This is an optimization exercise on Yosys and OpenROAD, whose aim is small area and a short achievable clock period, not a production implementation. Function was checked by simulation only, so behaviour that the tests miss may differ from the original.

==> inputs of violet <==
==> flow/design.v <==
module array_ram_writer #(
    parameter int NUM_PORTS = 8,
    parameter int WIN_SIZE  = 25,
    parameter int DEPTH     = 200,
    parameter int AW        = 8,
    parameter int DW        = 8
) (
    input  logic                    clk,
    input  logic                    rst_n,
    input  logic [NUM_PORTS-1:0]    wr_req,
    input  logic [NUM_PORTS*AW-1:0] wr_addr,
    input  logic [NUM_PORTS*DW-1:0] wr_data,
    output logic [NUM_PORTS-1:0]    wr_ack,
    output logic [NUM_PORTS-1:0]    wr_err,
    input  logic [AW-1:0]           rd_addr,
    output logic [DW-1:0]           rd_data,
    output logic [15:0]             wr_count
);
    localparam int PW = (NUM_PORTS > 1) ? $clog2(NUM_PORTS) : 1;
    localparam int LW = $clog2(WIN_SIZE);
    logic [DW-1:0]        mem [DEPTH];
    logic [NUM_PORTS-1:0] elig, gnt, err, hi_mask, gnt_hi, gnt_lo;
    logic [NUM_PORTS-1:0] wr_ack_q, wr_err_q;
    logic [PW-1:0]        rr_ptr_q, rr_ptr_d;
    logic                 mem_we;
    logic [DW-1:0]        rd_data_q, rd_data_d;
    logic [15:0]          wr_count_q;
    logic                 pend_we_q;
    logic [LW-1:0]        pend_loc_q, gnt_loc;
    logic [DW-1:0]        pend_data_q, gnt_data;
    logic [PW-1:0]        pend_port_q, gnt_port;
    logic [AW-1:0]        pend_abs;
    assign elig = wr_req & ~wr_ack_q;
    always_comb begin
        for (int i = 0; i < NUM_PORTS; i++) hi_mask[i] = (PW'(i) >= rr_ptr_q);
        for (int i = 0; i < NUM_PORTS; i++) begin
            gnt_hi[i] = elig[i] & hi_mask[i];
            gnt_lo[i] = elig[i];
            for (int j = 0; j < i; j++) begin
                gnt_hi[i] = gnt_hi[i] & ~(elig[j] & hi_mask[j]);
                gnt_lo[i] = gnt_lo[i] & ~elig[j];
            end
        end
        gnt = (|(elig & hi_mask)) ? gnt_hi : gnt_lo;
    end
    always_comb begin
        rr_ptr_d = rr_ptr_q;
        for (int i = 0; i < NUM_PORTS; i++)
            if (gnt[i]) rr_ptr_d = (i == NUM_PORTS - 1) ? '0 : PW'(i + 1);
    end
    always_comb begin
        gnt_loc  = '0;
        gnt_data = '0;
        for (int p = 0; p < NUM_PORTS; p++) begin
            err[p]   = (wr_addr[AW*p +: AW] >= AW'(WIN_SIZE));
            gnt_loc  = gnt_loc  | ({LW{gnt[p]}} & wr_addr[AW*p +: LW]);
            gnt_data = gnt_data | ({DW{gnt[p]}} & wr_data[DW*p +: DW]);
        end
        mem_we = |(gnt & ~err);
        gnt_port = '0;
        for (int p = 0; p < NUM_PORTS; p++)
            if (gnt[p]) gnt_port = gnt_port | PW'(p);
    end
    always_ff @(posedge clk) begin
        pend_we_q   <= rst_n && mem_we;
        pend_loc_q  <= gnt_loc;
        pend_data_q <= gnt_data;
        pend_port_q <= gnt_port;
    end
    assign pend_abs = AW'(WIN_SIZE) * AW'(pend_port_q) + AW'(pend_loc_q);
    genvar gp, gi;
    generate
        for (gp = 0; gp < NUM_PORTS; gp++) begin : g_port
            for (gi = 0; gi < WIN_SIZE; gi++) begin : g_byte
                always_ff @(posedge clk) begin
                    if (pend_we_q && (pend_port_q == PW'(gp)) && (pend_loc_q == LW'(gi)))
                        mem[WIN_SIZE*gp + gi] <= pend_data_q;
                end
            end
        end
    endgenerate
    logic [DW-1:0] rd_l1 [64];
    logic [DW-1:0] rd_l2 [16];
    logic [DW-1:0] rd_l3 [4];
    logic [DW-1:0] rd_arr;
    always_comb begin
        for (int j = 0; j < 64; j++) begin
            if (4*j + 3 < DEPTH) begin
                case (rd_addr[1:0])
                    2'd0: rd_l1[j] = mem[4*j];
                    2'd1: rd_l1[j] = mem[4*j+1];
                    2'd2: rd_l1[j] = mem[4*j+2];
                    default: rd_l1[j] = mem[4*j+3];
                endcase
            end else begin
                rd_l1[j] = '0;
            end
        end
        for (int j = 0; j < 16; j++) begin
            case (rd_addr[3:2])
                2'd0: rd_l2[j] = rd_l1[4*j];
                2'd1: rd_l2[j] = rd_l1[4*j+1];
                2'd2: rd_l2[j] = rd_l1[4*j+2];
                default: rd_l2[j] = rd_l1[4*j+3];
            endcase
        end
        for (int j = 0; j < 4; j++) begin
            case (rd_addr[5:4])
                2'd0: rd_l3[j] = rd_l2[4*j];
                2'd1: rd_l3[j] = rd_l2[4*j+1];
                2'd2: rd_l3[j] = rd_l2[4*j+2];
                default: rd_l3[j] = rd_l2[4*j+3];
            endcase
        end
        case (rd_addr[7:6])
            2'd0: rd_arr = rd_l3[0];
            2'd1: rd_arr = rd_l3[1];
            2'd2: rd_arr = rd_l3[2];
            default: rd_arr = rd_l3[3];
        endcase
        rd_data_d = (pend_we_q && (rd_addr == pend_abs)) ? pend_data_q : rd_arr;
    end
    always_ff @(posedge clk or negedge rst_n) begin
        if (!rst_n) begin
            rr_ptr_q   <= '0;
            wr_ack_q   <= '0;
            wr_err_q   <= '0;
            rd_data_q  <= '0;
            wr_count_q <= '0;
        end else begin
            rr_ptr_q   <= rr_ptr_d;
            wr_ack_q   <= gnt;
            wr_err_q   <= gnt & err;
            rd_data_q  <= rd_data_d;
            if (mem_we && (wr_count_q != 16'hFFFF)) wr_count_q <= wr_count_q + 16'd1;
        end
    end
    assign wr_ack   = wr_ack_q;
    assign wr_err   = wr_err_q;
    assign rd_data  = rd_data_q;
    assign wr_count = wr_count_q;
endmodule
==> flow/flow/run.sh <==
#!/bin/bash
# Standard ORFS layout with a denser core, a tighter setup target for the resizer, free
# resizing across cell footprints and plain buffers (instead of delay cells) on the ports.
set -euo pipefail
bash standard.sh \
  CORE_UTILIZATION=65 \
  SETUP_SLACK_MARGIN=7.0 \
  MATCH_CELL_FOOTPRINT=0 \
  BUFFER_PORTS_ARGS="-buffer_cell sky130_fd_sc_hd__buf_2" \
  finish > standard_make.log 2>&1
==> flow/standard.sh <==
#!/bin/bash
# synth_recipe.tcl (not shown) runs the flow's synth.tcl, then flattens the netlist and writes it again
# the make line also repeats each setting of config.mk as NAME=value (left out here)
make -C /OpenROAD-flow-scripts/flow DESIGN_CONFIG=/design/flow/config.mk WORK_HOME=/design/flow/orfs CLKGATE_MAP_FILE= SYNTH_SCRIPT=/design/flow/synth_recipe.tcl "${@:-finish}"
==> flow/config.mk <==
export PLATFORM = sky130hd
export DESIGN_NAME = array_ram_writer
export DESIGN_NICKNAME = array_ram_writer
export VERILOG_FILES = /design/flow/design.v
export SDC_FILE = /design/flow/constraint.sdc
export NUM_CORES = 4
export LEC_CHECK = 0
export CAP_MARGIN = 20
export CORE_MARGIN = 2
export CORE_UTILIZATION = 40
export SLEW_MARGIN = 20
==> flow/constraint.sdc <==
create_clock -name core_clock -period 10.0 [get_ports {clk}]
set_input_delay 2.0000 -clock core_clock [delete_from_list [all_inputs] [get_ports {clk}]]
set_output_delay 2.0000 -clock core_clock [all_outputs]
set_load 0.01 [all_outputs]
==> inputs of pepper, as changes to violet <==
==> flow/flow/run.sh (replaced) <==
#!/bin/bash
# Standard ORFS layout with a denser core, a tighter setup target for the resizer, free
# resizing across cell footprints, larger clock-tree sink clusters and plain buffers (instead of delay cells) on the ports.
set -euo pipefail
bash standard.sh \
  CORE_UTILIZATION=65 \
  SETUP_SLACK_MARGIN=7.0 \
  MATCH_CELL_FOOTPRINT=0 \
  CTS_CLUSTER_SIZE=20 \
  CTS_CLUSTER_DIAMETER=80 \
  BUFFER_PORTS_ARGS="-buffer_cell sky130_fd_sc_hd__buf_2" \
  finish > standard_make.log 2>&1
==> inputs of indigo, as changes to violet <==
==> flow/flow/run.sh (replaced) <==
#!/bin/bash
# Standard ORFS layout with a denser core, a tighter setup target for the resizer, free
# resizing across cell footprints, larger clock-tree sink clusters driven by clkbuf_8 and plain buffers (instead of delay cells) on the ports.
set -euo pipefail
bash standard.sh \
  CORE_UTILIZATION=65 \
  SETUP_SLACK_MARGIN=7.0 \
  MATCH_CELL_FOOTPRINT=0 \
  CTS_CLUSTER_SIZE=14 \
  CTS_CLUSTER_DIAMETER=60 \
  CTS_BUF_LIST=sky130_fd_sc_hd__clkbuf_8 \
  BUFFER_PORTS_ARGS="-buffer_cell sky130_fd_sc_hd__buf_2" \
  finish > standard_make.log 2>&1
==> impl_metrics.json <==
{
  "worst_slew_pin_slew_ns": 1.266,
  "status": "complete, no violations",
  "fill_cells": 5850,
  "buffer_area_share_pct": 5.189,
  "post-cts-setup-buffers": 81,
  "routed_wl_mm": 185.2
}
(the above is from indigo)
==> impl_metrics.json <==
{
  "worst_slew_pin_slew_ns": 1.101,
  "drtAntennaViolNets": 0,
  "max-slew-margin-rel_pct": 26.57,
  "buffer_area_share_pct": 5.219,
  "status": "complete, no violations",
  "critPathLaunch": "rd_addr[0]",
  "holdBufCountCts": 0,
  "nWellTaps": 1298,
  "use_met2_pct": 55.42,
  "fill_cells": 5793,
  "routed_wl_mm": 184.5
}
(the above is from pepper)
==> impl_metrics.json <==
{
  "status": "complete, no violations",
  "synthTopCellsByCount": "edfxtp_1 (1600), mux4_2 (417), nor2_1 (237)",
  "buffer_area_share_pct": 5.467,
  "post-cts-setup-buffers": 99,
  "synthesis.nets": 3326,
  "routed_wl_mm": 190.0,
  "fill_cells": 5457
}
(the above is from violet)

## re-timing with driven ports
How much do the figures lean on ideal ports? The routed layouts below were timed once more, with nothing changed but the port constraints. Step 1, drivers: a clkbuf_16 drives clk and a buf_2 each remaining input, both assumed. Step 2, shift: input delay + t, output delay - t, t = (earliest + latest rising clock arrival at the registers) / 2. This alone moves slack from input paths to output paths. a / b / c = no drivers / after step 1 / after step 2; a / b = the first two.
run | t (ns) | setup WS [ns] | hold slack, ns | slew at the worst register clock pin (ns) | worst data-port slew with drivers (ns)
violet | 0.847 | 6.227 / 5.874 / 5.027 | 0.534 / 0.534 / 0.534 | 0.07 / 0.07 | 0.50
pepper | 0.777 | 6.084 / 5.824 / 5.047 | 0.553 / 0.553 / 0.553 | 0.09 / 0.09 | 0.37
indigo | 0.930 | 6.238 / 5.975 / 5.045 | 0.551 / 0.551 / 0.551 | 0.10 / 0.10 | 0.38
After both steps setup and hold are still met in every run listed. For violet, which loses most, drivers alone change the setup slack by -0.353 ns; drivers and shift together by -1.200 ns.
